From an optimization exercise on the open Yosys and OpenROAD flow, aimed at small area; shortcuts taken in it are not production practice.
Only simulation tests tie the RTL to the original design; equivalence was not proved.
Power is estimated from default activity; no workload was simulated.

==> job 3651 <==
==> flow/design.v <==
module core_id_pipe #(
  parameter int unsigned XLEN = 32,
  parameter int unsigned NREG = 32
) (
  input  logic            i_clk,
  input  logic            i_rst_n,
  input  logic            i_valid,
  output logic            o_ready,
  input  logic [31:0]     i_instr,
  input  logic [XLEN-1:0] i_pc,
  input  logic            i_flush,
  input  logic            i_ex_valid,
  input  logic            i_ex_mem_read,
  input  logic [4:0]      i_ex_rd,
  input  logic            i_wb_reg_write,
  input  logic [4:0]      i_wb_rd,
  input  logic [XLEN-1:0] i_rd_din,
  output logic            o_valid,
  input  logic            i_ready,
  output logic [XLEN-1:0] o_pc,
  output logic [6:0]      o_opcode,
  output logic [2:0]      o_funct3,
  output logic [6:0]      o_funct7,
  output logic [4:0]      o_rd,
  output logic [4:0]      o_rs1,
  output logic [4:0]      o_rs2,
  output logic [XLEN-1:0] o_imm,
  output logic [XLEN-1:0] o_rs1_dout,
  output logic [XLEN-1:0] o_rs2_dout,
  output logic            o_illegal
);
  localparam logic [6:0] OP_LUI    = 7'b0110111;
  localparam logic [6:0] OP_AUIPC  = 7'b0010111;
  localparam logic [6:0] OP_JAL    = 7'b1101111;
  localparam logic [6:0] OP_JALR   = 7'b1100111;
  localparam logic [6:0] OP_BRANCH = 7'b1100011;
  localparam logic [6:0] OP_LOAD   = 7'b0000011;
  localparam logic [6:0] OP_STORE  = 7'b0100011;
  localparam logic [6:0] OP_IMM    = 7'b0010011;
  localparam logic [6:0] OP_OP     = 7'b0110011;
  localparam logic [6:0] OP_MISC   = 7'b0001111;
  localparam logic [6:0] OP_SYSTEM = 7'b1110011;
  logic [6:0] opcode;
  logic [4:0] rs1, rs2;
  logic       uses_rs1, uses_rs2, hazard, load_en;
  assign opcode = i_instr[6:0];
  assign rs1    = i_instr[19:15];
  assign rs2    = i_instr[24:20];
  always_comb begin : use_dec
    uses_rs1 = 1'b1;
    uses_rs2 = 1'b0;
    case (opcode)
      OP_LUI, OP_AUIPC, OP_JAL:     uses_rs1 = 1'b0;
      OP_STORE, OP_BRANCH, OP_OP:   uses_rs2 = 1'b1;
      default: ;
    endcase
  end
  assign hazard = i_valid & i_ex_valid & i_ex_mem_read & (i_ex_rd != 5'd0)
                & ((uses_rs1 & (rs1 == i_ex_rd)) | (uses_rs2 & (rs2 == i_ex_rd)));
  assign load_en = ~o_valid | i_ready;
  assign o_ready = i_flush | (load_en & ~hazard);
  logic [31:0] ir;
  always_ff @(posedge i_clk or negedge i_rst_n) begin : id_ex_valid
    if (!i_rst_n)
      o_valid <= 1'b0;
    else if (i_flush)
      o_valid <= 1'b0;
    else if (load_en)
      o_valid <= i_valid & ~hazard;
  end
  always_ff @(posedge i_clk) begin : id_ex_payload
    if (load_en) begin
      ir   <= i_instr;
      o_pc <= i_pc;
    end
  end
  assign o_opcode = ir[6:0];
  assign o_rd     = ir[11:7];
  assign o_funct3 = ir[14:12];
  assign o_rs1    = ir[19:15];
  assign o_rs2    = ir[24:20];
  assign o_funct7 = ir[31:25];
  always_comb begin : imm_dec
    o_illegal = 1'b0;
    o_imm     = '0;
    case (ir[6:0])
      OP_LUI, OP_AUIPC:
        o_imm = {ir[31:12], 12'b0};
      OP_JAL:
        o_imm = {{12{ir[31]}}, ir[19:12], ir[20], ir[30:21], 1'b0};
      OP_JALR, OP_LOAD, OP_IMM, OP_MISC, OP_SYSTEM:
        o_imm = {{20{ir[31]}}, ir[31:20]};
      OP_STORE:
        o_imm = {{20{ir[31]}}, ir[31:25], ir[11:7]};
      OP_BRANCH:
        o_imm = {{20{ir[31]}}, ir[7], ir[30:25], ir[11:8], 1'b0};
      OP_OP: ;
      default:
        o_illegal = 1'b1;
    endcase
  end
  logic [NREG-1:0] rv;                
  logic [XLEN-1:0] rf [NREG];
  logic [NREG-1:0] we, sel1, sel2;
  assign rv[0] = 1'b0;
  assign rf[0] = '0;
  for (genvar g = 1; g < NREG; g++) begin : g_rf
    assign we[g] = i_wb_reg_write & (i_wb_rd == g);
    always_ff @(posedge i_clk or negedge i_rst_n) begin
      if (!i_rst_n)
        rv[g] <= 1'b0;
      else if (we[g])
        rv[g] <= 1'b1;
    end
    always_ff @(posedge i_clk) begin
      if (we[g])
        rf[g] <= i_rd_din;
    end
  end
  assign we[0] = 1'b0;
  always_comb begin : rd_sel
    for (int i = 0; i < NREG; i++) begin
      sel1[i] = rv[i] & (o_rs1 == i);
      sel2[i] = rv[i] & (o_rs2 == i);
    end
  end
  for (genvar b = 0; b < XLEN; b++) begin : g_rd
    logic [10:0] n1, n2;
    for (genvar k = 0; k < 10; k++) begin : g_grp
      core_id_pipe_aoi222 u_p1 (
        .a1(sel1[3*k+1]), .a2(rf[3*k+1][b]),
        .b1(sel1[3*k+2]), .b2(rf[3*k+2][b]),
        .c1(sel1[3*k+3]), .c2(rf[3*k+3][b]),
        .y (n1[k]));
      core_id_pipe_aoi222 u_p2 (
        .a1(sel2[3*k+1]), .a2(rf[3*k+1][b]),
        .b1(sel2[3*k+2]), .b2(rf[3*k+2][b]),
        .c1(sel2[3*k+3]), .c2(rf[3*k+3][b]),
        .y (n2[k]));
    end
    assign n1[10] = ~(sel1[31] & rf[31][b]);
    assign n2[10] = ~(sel2[31] & rf[31][b]);
    assign o_rs1_dout[b] = ~&n1;
    assign o_rs2_dout[b] = ~&n2;
  end
endmodule
module core_id_pipe_aoi222 (
  input  logic a1, a2, b1, b2, c1, c2,
  output logic y
);
  assign y = ~((a1 & a2) | (b1 & b2) | (c1 & c2));
endmodule
==> flow/flow/run.sh <==
#!/bin/bash
# Standard ORFS layout with three changes: port buffers use the smallest
# buffer, clock tree synthesis inserts no dummy loads and clusters more
# sinks per leaf buffer. Every make variable below is passed on the
# command line so that it overrides the standard flow's config.mk.
set -euo pipefail
CTS="-sink_clustering_enable -repair_clock_nets -dont_use_dummy_load -sink_clustering_size 25 -sink_clustering_max_diameter 80"
bash standard.sh \
  "BUFFER_PORTS_ARGS=-buffer_cell sky130_fd_sc_hd__buf_1" \
  "CTS_ARGS=$CTS" \
  finish > make_finish.log 2>&1
==> flow/standard.sh <==
#!/bin/bash
# synth_recipe.tcl (not shown) runs the flow's synth.tcl, then flattens the netlist and writes it again
# the make line also repeats each setting of config.mk as NAME=value (left out here)
make -C /OpenROAD-flow-scripts/flow DESIGN_CONFIG=/design/flow/config.mk WORK_HOME=/design/flow/orfs CLKGATE_MAP_FILE= SYNTH_SCRIPT=/design/flow/synth_recipe.tcl "${@:-finish}"
==> flow/config.mk <==
export PLATFORM = sky130hd
export DESIGN_NAME = core_id_pipe
export DESIGN_NICKNAME = core_id_pipe
export VERILOG_FILES = /design/flow/design.v
export SDC_FILE = /design/flow/constraint.sdc
export NUM_CORES = 8
export LEC_CHECK = 0
export CAP_MARGIN = 5
export CORE_MARGIN = 2
export CORE_UTILIZATION = 55
export PLACE_DENSITY = 0.68
export SETUP_SLACK_MARGIN = 0.15
export SLEW_MARGIN = 5
export SYNTH_HIERARCHICAL = 1
==> flow/constraint.sdc <==
create_clock -name core_clock -period 5.0 [get_ports {i_clk}]
set_input_delay 1.0000 -clock core_clock [delete_from_list [all_inputs] [get_ports {i_clk}]]
set_output_delay 1.0000 -clock core_clock [all_outputs]
set_load 0.01 [all_outputs]
==> job 7434 (differences from job 3651) <==
--- a/flow/design.v
+++ b/flow/design.v
@@ -119,34 +119,13 @@
   end
   assign we[0] = 1'b0;
-  always_comb begin : rd_sel
+  always_comb begin : rf_read
+    o_rs1_dout = '0;
+    o_rs2_dout = '0;
     for (int i = 0; i < NREG; i++) begin
       sel1[i] = rv[i] & (o_rs1 == i);
       sel2[i] = rv[i] & (o_rs2 == i);
+      o_rs1_dout = o_rs1_dout | (rf[i] & {XLEN{sel1[i]}});
+      o_rs2_dout = o_rs2_dout | (rf[i] & {XLEN{sel2[i]}});
     end
   end
-  for (genvar b = 0; b < XLEN; b++) begin : g_rd
-    logic [10:0] n1, n2;
-    for (genvar k = 0; k < 10; k++) begin : g_grp
-      core_id_pipe_aoi222 u_p1 (
-        .a1(sel1[3*k+1]), .a2(rf[3*k+1][b]),
-        .b1(sel1[3*k+2]), .b2(rf[3*k+2][b]),
-        .c1(sel1[3*k+3]), .c2(rf[3*k+3][b]),
-        .y (n1[k]));
-      core_id_pipe_aoi222 u_p2 (
-        .a1(sel2[3*k+1]), .a2(rf[3*k+1][b]),
-        .b1(sel2[3*k+2]), .b2(rf[3*k+2][b]),
-        .c1(sel2[3*k+3]), .c2(rf[3*k+3][b]),
-        .y (n2[k]));
-    end
-    assign n1[10] = ~(sel1[31] & rf[31][b]);
-    assign n2[10] = ~(sel2[31] & rf[31][b]);
-    assign o_rs1_dout[b] = ~&n1;
-    assign o_rs2_dout[b] = ~&n2;
-  end
 endmodule
-module core_id_pipe_aoi222 (
-  input  logic a1, a2, b1, b2, c1, c2,
-  output logic y
-);
-  assign y = ~((a1 & a2) | (b1 & b2) | (c1 & c2));
-endmodule
==> flow/run.sh (new file) <==
#!/bin/bash
# synth_recipe.tcl (not shown) runs the flow's synth.tcl, then flattens the netlist and writes it again
# the make line also repeats each setting of config.mk as NAME=value (left out here)
make -C /OpenROAD-flow-scripts/flow DESIGN_CONFIG=/design/flow/config.mk WORK_HOME=/design/flow/orfs CLKGATE_MAP_FILE= SYNTH_SCRIPT=/design/flow/synth_recipe.tcl finish
==> flow/config.mk (replaced) <==
export PLATFORM = sky130hd
export DESIGN_NAME = core_id_pipe
export DESIGN_NICKNAME = core_id_pipe
export VERILOG_FILES = /design/flow/design.v
export SDC_FILE = /design/flow/constraint.sdc
export NUM_CORES = 8
export LEC_CHECK = 0
export CAP_MARGIN = 20
export CORE_MARGIN = 2
export CORE_UTILIZATION = 40
export SLEW_MARGIN = 20
removed: flow/flow/run.sh
removed: flow/standard.sh
==> results_dict.tcl <==
set metrics [dict create \
    crit_path_start "ir[24]" \
    power.share.sequential 0.632 \
    n_antenna_cell 8 \
    worst_slack_ns 0.1414 \
    vias_per_cell 8.512 \
    synth_compound_area_frac 0.1753 \
    num-nonclk-inverters 3 \
    die_x_um 282.3 \
    fin_area_um2 47240 \
    p_switching_w 0.003877 \
    routed_wl_um 163500 \
    track_usage 0.4026 \
    status "timing/DRC/antenna clean" \
    skew_ns 0.04998 \
    rrSetupSlack_ns 2.99 \
    worstPathArrival_ns 3.86 \
    initial_utilization 0.5527 \
    p_leak_nw 14.97 \
    dieArea_um2 79700 \
    crit_fanout 32 \
]
Source of the figures above: job 3651

==> results_dict.tcl <==
set metrics [dict create \
    p_switching_w 0.007959 \
    worst_slack_ns -0.09983 \
    die_x_um 353.1 \
    num-nonclk-inverters 5 \
    initial_utilization 0.4015 \
    synth_compound_area_frac 0.1151 \
    vias_per_cell 7.698 \
    rrSetupSlack_ns 3.01 \
    fin_area_um2 60250 \
    violations "negative setup slack" \
    status "complete, but fails checks" \
    dieArea_um2 124700 \
    crit_path_start "ir[18]" \
    setup_viol_count_final 12 \
    routed_wl_um 330100 \
    power.share.sequential 0.450 \
    worstPathArrival_ns 4.10 \
    crit_path_top_delay_cell "clkdlybuf4s50_1" \
    crit_fanout 8 \
    p_leak_nw 19.99 \
]
Source of the figures above: job 7434


* * *

==> try-delta: inputs <==
// core_id_pipe: RTL as listed in full above, without the edits since
Settings: LEC_CHECK=0, CAP_MARGIN=20, CORE_MARGIN=2, CORE_UTILIZATION=40, SLEW_MARGIN=20, SYNTH_HIERARCHICAL=1; clock period 5.0 ns.
run.sh (not shown) runs the stock make flow with config.mk's settings and CLKGATE_MAP_FILE= SYNTH_SCRIPT=/design/flow/synth_recipe.tcl, a recipe that flattens the netlist after the stock synthesis.
==> try-xenon (differences from try-delta) <==
==> flow/design.v (replaced) <==
module core_id_pipe #(
  parameter int unsigned XLEN = 32,
  parameter int unsigned NREG = 32
) (
  input  logic            i_clk,
  input  logic            i_rst_n,
  input  logic            i_valid,
  output logic            o_ready,
  input  logic [31:0]     i_instr,
  input  logic [XLEN-1:0] i_pc,
  input  logic            i_flush,
  input  logic            i_ex_valid,
  input  logic            i_ex_mem_read,
  input  logic [4:0]      i_ex_rd,
  input  logic            i_wb_reg_write,
  input  logic [4:0]      i_wb_rd,
  input  logic [XLEN-1:0] i_rd_din,
  output logic            o_valid,
  input  logic            i_ready,
  output logic [XLEN-1:0] o_pc,
  output logic [6:0]      o_opcode,
  output logic [2:0]      o_funct3,
  output logic [6:0]      o_funct7,
  output logic [4:0]      o_rd,
  output logic [4:0]      o_rs1,
  output logic [4:0]      o_rs2,
  output logic [XLEN-1:0] o_imm,
  output logic [XLEN-1:0] o_rs1_dout,
  output logic [XLEN-1:0] o_rs2_dout,
  output logic            o_illegal
);
  localparam int unsigned AW = (NREG > 1) ? $clog2(NREG) : 1;
  localparam logic [6:0] OP_LUI    = 7'b0110111;
  localparam logic [6:0] OP_AUIPC  = 7'b0010111;
  localparam logic [6:0] OP_JAL    = 7'b1101111;
  localparam logic [6:0] OP_JALR   = 7'b1100111;
  localparam logic [6:0] OP_BRANCH = 7'b1100011;
  localparam logic [6:0] OP_LOAD   = 7'b0000011;
  localparam logic [6:0] OP_STORE  = 7'b0100011;
  localparam logic [6:0] OP_IMM    = 7'b0010011;
  localparam logic [6:0] OP_OP     = 7'b0110011;
  localparam logic [6:0] OP_MISC   = 7'b0001111;
  localparam logic [6:0] OP_SYSTEM = 7'b1110011;
  function automatic logic in_range(input logic [4:0] idx);
    in_range = {27'd0, idx} < NREG;
  endfunction
  logic [6:0]        opcode;
  logic [4:0]        rd, rs1, rs2;
  logic              uses_rs1, uses_rs2, writes_rd, known_op;
  logic signed [31:0] imm;
  logic              illegal, hazard, wr_en, load_en;
  logic [XLEN-1:0]   rs1_data, rs2_data;
  logic [XLEN-1:0]   rf [NREG];
  assign opcode = i_instr[6:0];
  assign rd     = i_instr[11:7];
  assign rs1    = i_instr[19:15];
  assign rs2    = i_instr[24:20];
  always_comb begin : decode
    uses_rs1  = 1'b1;
    uses_rs2  = 1'b0;
    writes_rd = 1'b1;
    known_op  = 1'b1;
    imm       = '0;
    case (opcode)
      OP_LUI, OP_AUIPC: begin
        uses_rs1 = 1'b0;
        imm      = {i_instr[31:12], 12'b0};
      end
      OP_JAL: begin
        uses_rs1 = 1'b0;
        imm      = $signed({i_instr[31], i_instr[19:12], i_instr[20], i_instr[30:21], 1'b0});
      end
      OP_JALR, OP_LOAD, OP_IMM, OP_MISC, OP_SYSTEM:
        imm = $signed(i_instr[31:20]);
      OP_STORE: begin
        uses_rs2  = 1'b1;
        writes_rd = 1'b0;
        imm       = $signed({i_instr[31:25], i_instr[11:7]});
      end
      OP_BRANCH: begin
        uses_rs2  = 1'b1;
        writes_rd = 1'b0;
        imm       = $signed({i_instr[31], i_instr[7], i_instr[30:25], i_instr[11:8], 1'b0});
      end
      OP_OP:
        uses_rs2 = 1'b1;
      default: begin
        known_op  = 1'b0;
        writes_rd = 1'b0;
      end
    endcase
  end
  assign illegal = ~known_op
                 | (uses_rs1  & ~in_range(rs1))
                 | (uses_rs2  & ~in_range(rs2))
                 | (writes_rd & ~in_range(rd));
  assign hazard = i_valid & i_ex_valid & i_ex_mem_read & (i_ex_rd != 5'd0)
                & ((uses_rs1 & (rs1 == i_ex_rd)) | (uses_rs2 & (rs2 == i_ex_rd)));
  assign o_ready = i_flush | ((~o_valid | i_ready) & ~hazard);
  assign load_en = ~o_valid | i_ready;
  assign wr_en   = i_wb_reg_write & (i_wb_rd != 5'd0) & in_range(i_wb_rd);
  assign rf[0] = '0;
  for (genvar g = 1; g < NREG; g++) begin : g_rf
    logic [XLEN-1:0] q;
    always_ff @(posedge i_clk or negedge i_rst_n) begin
      if (!i_rst_n)
        q <= '0;
      else if (wr_en && (i_wb_rd == g))
        q <= i_rd_din;
    end
    assign rf[g] = q;
  end
  always_comb begin : rf_read
    rs1_data = in_range(rs1) ? rf[rs1[AW-1:0]] : '0;
    rs2_data = in_range(rs2) ? rf[rs2[AW-1:0]] : '0;
    if (wr_en && (i_wb_rd == rs1)) rs1_data = i_rd_din;
    if (wr_en && (i_wb_rd == rs2)) rs2_data = i_rd_din;
  end
  always_ff @(posedge i_clk or negedge i_rst_n) begin : id_ex
    if (!i_rst_n) begin
      o_valid    <= 1'b0;
      o_pc       <= '0;
      o_opcode   <= '0;
      o_funct3   <= '0;
      o_funct7   <= '0;
      o_rd       <= '0;
      o_rs1      <= '0;
      o_rs2      <= '0;
      o_imm      <= '0;
      o_rs1_dout <= '0;
      o_rs2_dout <= '0;
      o_illegal  <= 1'b0;
    end else if (i_flush) begin
      o_valid <= 1'b0;
    end else if (load_en) begin
      o_valid <= i_valid & ~hazard;
      if (i_valid && !hazard) begin
        o_pc       <= i_pc;
        o_opcode   <= opcode;
        o_funct3   <= i_instr[14:12];
        o_funct7   <= i_instr[31:25];
        o_rd       <= rd;
        o_rs1      <= rs1;
        o_rs2      <= rs2;
        o_imm      <= known_op ? imm : '0;
        o_rs1_dout <= rs1_data;
        o_rs2_dout <= rs2_data;
        o_illegal  <= illegal;
      end
    end else begin
      if (i_wb_reg_write && (i_wb_rd != 5'd0) && (i_wb_rd == o_rs1)) o_rs1_dout <= i_rd_din;
      if (i_wb_reg_write && (i_wb_rd != 5'd0) && (i_wb_rd == o_rs2)) o_rs2_dout <= i_rd_din;
    end
  end
endmodule
SYNTH_HIERARCHICAL = unset   (was 1)
==> try-nickel (differences from try-delta) <==
==> flow/flow/run.sh (new file) <==
#!/bin/bash
# Standard ORFS layout with three changes: port buffers use the smallest
# buffer, clock tree synthesis inserts no dummy loads and clusters more
# sinks per leaf buffer. Every make variable below is passed on the
# command line so that it overrides the standard flow's config.mk.
set -euo pipefail
CTS="-sink_clustering_enable -repair_clock_nets -dont_use_dummy_load -sink_clustering_size 25 -sink_clustering_max_diameter 80"
bash standard.sh \
  "BUFFER_PORTS_ARGS=-buffer_cell sky130_fd_sc_hd__buf_1" \
  "CTS_ARGS=$CTS" \
  finish > make_finish.log 2>&1
==> flow/standard.sh (new file) <==
#!/bin/bash
# synth_recipe.tcl (not shown) runs the flow's synth.tcl, then flattens the netlist and writes it again
# the make line also repeats each setting of config.mk as NAME=value (left out here)
make -C /OpenROAD-flow-scripts/flow DESIGN_CONFIG=/design/flow/config.mk WORK_HOME=/design/flow/orfs CLKGATE_MAP_FILE= SYNTH_SCRIPT=/design/flow/synth_recipe.tcl "${@:-finish}"
CORE_UTILIZATION = 50   (was 40)
PLACE_DENSITY = 0.65   (was unset)
SETUP_SLACK_MARGIN = 0.2   (was unset)
removed: flow/run.sh
==> comparison table <==
metric	try-nickel	try-delta	try-xenon
Drt via density	8.20	7.50	7.28
Syn_area_per_cell	18.6 um^2	18.6 um^2	11.7 um^2
Pin count of the biggest net entering global routing	36	49	112
Cell with the most instances after synthesis	sky130_fd_sc_hd__edfxtp_1	sky130_fd_sc_hd__edfxtp_1	sky130_fd_sc_hd__dfrtp_1
Most common cell after layout, fill and taps aside	sky130_fd_sc_hd__edfxtp_1	sky130_fd_sc_hd__edfxtp_1	sky130_fd_sc_hd__dfrtp_1
Number of sinks driven by the clock tree	1088	1088	1154
Status	finished clean	failed layout checks	finished clean
Reasons for failing layout checks	-	negative setup slack	-
Headroom to the max-slew limit	16.1%	27.4%	9.46%
Minimum setup slack in the final design	0.223 ns	-0.0472 ns	0.523 ns
Leading area contributor after synthesis	sky130_fd_sc_hd__edfxtp_1	sky130_fd_sc_hd__edfxtp_1	sky130_fd_sc_hd__dfrtp_1
Row count	107	119	139
Part of the power in the clock network	27.8%	40.0%	37.3%
Fin crit period	4.78 ns	5.05 ns	4.48 ns
Number of instances in the synthesized netlist	2290	2290	4913
Power density of the placed cells	344 nW/um^2	389 nW/um^2	403 nW/um^2
Nets@finish	2820	2890	5352
Setup fix buffers added after clock tree synthesis	0	7	0
Total met2 wirelength after detailed routing	71600 um	75200 um	126000 um
Number of clock buffer instances in the layout	51	139	197
Power consumed by sequential cells	10.4 mW	10.4 mW	12.9 mW
Count of fill cells added during filler insertion	6512	8648	12966

==> static timing again, ports no longer ideal <==
No port has a modelled driver above. Below, the same layouts with a new extraction and two added sets of constraints.
Step 1: set_driving_cell puts a clkbuf_16 on i_clk and a buf_2 on each other input, an assumption about the parent block.
Step 2 times the ports against the registers' clock, not the clock port: input delays grow and output delays shrink by t, the midpoint of the rising clock arrivals with the driver on.
Slacks: ideal / step 1 / step 2; pairs: ideal / step 1.
run	t, ns	setup slack, ns	hold slack, ns	worst setup path after step 2	slew at the worst register clock pin (ns)
job 3651	0.707	0.141 / 0.068 / 0.775	0.429 / 0.454 / 0.498	register to output	0.10 / 0.10
job 7434	0.847	-0.100 / -0.171 / 0.676	0.424 / 0.386 / 0.760	register to output	0.07 / 0.07
try-delta	0.763	-0.047 / -0.120 / 0.643	0.508 / 0.508 / 0.508	register to output	0.07 / 0.07
try-xenon	0.884	0.523 / 0.501 / 0.239	0.144 / 0.133 / 0.473	input to register	0.07 / 0.07
try-nickel	0.719	0.223 / 0.152 / 0.871	0.409 / 0.439 / 0.512	register to output	0.10 / 0.10
For try-xenon, which loses most, drivers alone change the setup slack by -0.022 ns; drivers and shift together by -0.284 ns.
